This design comes from an exercise in tuning for small area, a short achievable clock period and few clock cycles per item on the open sky130 flow, not from production work.
Function was checked by simulation only, so behaviour that the tests miss may differ from the original.
The clock port is modelled as an ideal driver; clocking choices that lean on that would not hold on a real chip.
No activity file was given, so power comes from the tool's default toggle rates.

## job 8458
// sp_octet_tiled
module sp_octet_tiled
#(
   parameter int NUM_TG = 2,
   parameter int DW     = sp_octet_pkg::DW_DEF,
   parameter int KW     = 8
)
(
   input  logic                   clk,
   input  logic                   rstn,
   input  logic                   start,
   input  logic [KW-1:0]          k_steps,
   output logic                   busy,
   input  logic                   c_valid,
   output logic                   c_ready,
   input  logic [NUM_TG*4*DW-1:0] c_data,
   input  logic                   ab_valid,
   output logic                   ab_ready,
   input  logic [NUM_TG*4*DW-1:0] a_data,
   input  logic [NUM_TG*8-1:0]    idx_data,
   input  logic [8*DW-1:0]        b_data,
   output logic                   out_valid,
   input  logic                   out_ready,
   output logic [NUM_TG*4*DW-1:0] out_data
);
clock: 12.0 ns
lec_check: 0
cap_margin: 20
core_margin: 2
core_utilization: 40
cts_cluster_size: 30
slew_margin: 20
synth_hierarchical: 1
synth_minimum_keep_size: 0
standard.sh (not shown) runs the stock make flow with config.mk's settings and CLKGATE_MAP_FILE= SYNTH_SCRIPT=/design/flow/synth_recipe.tcl, a recipe that flattens the netlist after the stock synthesis.
==> flow/flow/run.sh <==
#!/bin/bash
# The standard layout (standard.sh: its synthesis, steps and constraints unchanged) with
# two settings of how the layout is made, read from flow/settings.txt:
#   SETUP_SLACK_MARGIN: ORFS's timing repair aims for this much setup slack at the design's
#     clock period, so it keeps improving the critical paths past what 12 ns needs.
#   BUFFER_PORTS_ARGS: the buffer cell that buffer_ports puts on every input and output port.
# Each tool's full output is in ORFS's log folder (orfs/logs/...); make's own output is kept in
# make.log here.
set -euo pipefail
source flow/settings.txt
bash standard.sh SETUP_SLACK_MARGIN="$MARGIN" BUFFER_PORTS_ARGS="-buffer_cell $PORT_BUF" finish > make.log 2>&1
==> flow/flow/settings.txt <==
MARGIN=8
PORT_BUF=sky130_fd_sc_hd__buf_1
Testbench counts of job 8458, summed over its fixed seeds: cycles 4,491, tiles 512.
The following lists how job 7196 was set up differently from job 8458:
Settings: CORE_UTILIZATION: 40 -> 70; CTS_CLUSTER_SIZE: 30 -> unset.
Results
- Job 7196 against job 8458: hold slack shows no meaningful change, overall power after layout has decreased, non-clock buffer count decreased by 3.1% relative to the old numbers.
- Diff job 8458 -> job 7196 | worst-path maximum fanout | increase of 13
- Job 8458 vs job 7196, cell with the biggest individual delay on the critical path: sky130_fd_sc_hd__fa_1 vs sky130_fd_sc_hd__dfxtp_1
- From job 8458 to job 7196 the numbers moved as follows: global routing usage summed across all routing layers saw an increase; least setup slack across all paths after layout moved down; sequential share of layout area saw an increase; critical path depth now larger.
- For job 8458, the critical path startpoint was c_data[61], unlike job 7196, where it was xbsel[178].
- Diff job 8458 -> job 7196: fmax lower; synthesis-to-layout area growth now sits lower.
## Diff of input files: job 4356 against job 7196
Settings: CORE_UTILIZATION changed from 70 to 60.
==> flow/flow/run.sh <==
#!/bin/bash
# The standard layout (standard.sh: its synthesis, steps and constraints unchanged) with
# settings of how the layout is made, read from flow/settings.txt:
#   MARGIN: SETUP_SLACK_MARGIN, the setup slack ORFS's timing repair aims for at the design's
#     clock period, so it keeps improving the critical paths past what 12 ns needs.
#   PORT_BUF: the buffer cell that buffer_ports puts on every input and output port.
#   CTS_ARGS: the arguments of clock_tree_synthesis.
# Each tool's full output is in ORFS's log folder (orfs/logs/...); make's own output is kept in
# make.log here.
set -euo pipefail
source flow/settings.txt
bash standard.sh SETUP_SLACK_MARGIN="$MARGIN" BUFFER_PORTS_ARGS="-buffer_cell $PORT_BUF" \
   CTS_ARGS="$CTS_ARGS" finish > make.log 2>&1
==> flow/flow/settings.txt <==
MARGIN=8
PORT_BUF=sky130_fd_sc_hd__buf_1
CTS_ARGS="-sink_clustering_enable -repair_clock_nets -dont_use_dummy_load"
Results
Power per cell area ended up 3.0% lower on job 4356 than on job 7196. Job 7196 → job 4356: count of nets after finishing barely changed, number of cells produced by synthesis level, hold slack decreased by 0.018 ns relative to the old numbers, total power fell about 3%, net switching power shrank by 190 µW. Comparing job 7196 and job 4356, the higher instance count on the critical path is on job 4356. Total core area (job 4356 over job 7196): increase, about 17%.

separate check: timing with driven ports:
How much do the figures lean on ideal ports? The routed layouts below were timed once more, with nothing changed but the port constraints. Step 1 sets driving cells, clkbuf_16 on the clock port and buf_2 on the other inputs (assumed; they add their load-dependent delay and slew). Step 2 also shifts input and output timing later by t, the mid clock arrival at the registers, as if the neighbouring blocks saw the same clock. a / b / c = ideal ports / drivers / drivers and shift; a / b = the first two.
run	t (ns)	setup slack, ns	hold slack, ns	pins driven straight from the clock port
job 8458	0.857	8.013 / 8.047 / 7.220	0.471 / 0.471 / 0.471	1
job 7196	0.819	7.915 / 7.915 / 7.294	0.473 / 0.473 / 0.473	1
job 4356	0.800	7.995 / 7.995 / 7.273	0.455 / 0.455 / 0.455	1
After both steps every run listed still meets setup and hold. The setup slack of job 8458, which loses most, moves by +0.034 ns with the drivers and by -0.793 ns with both steps.
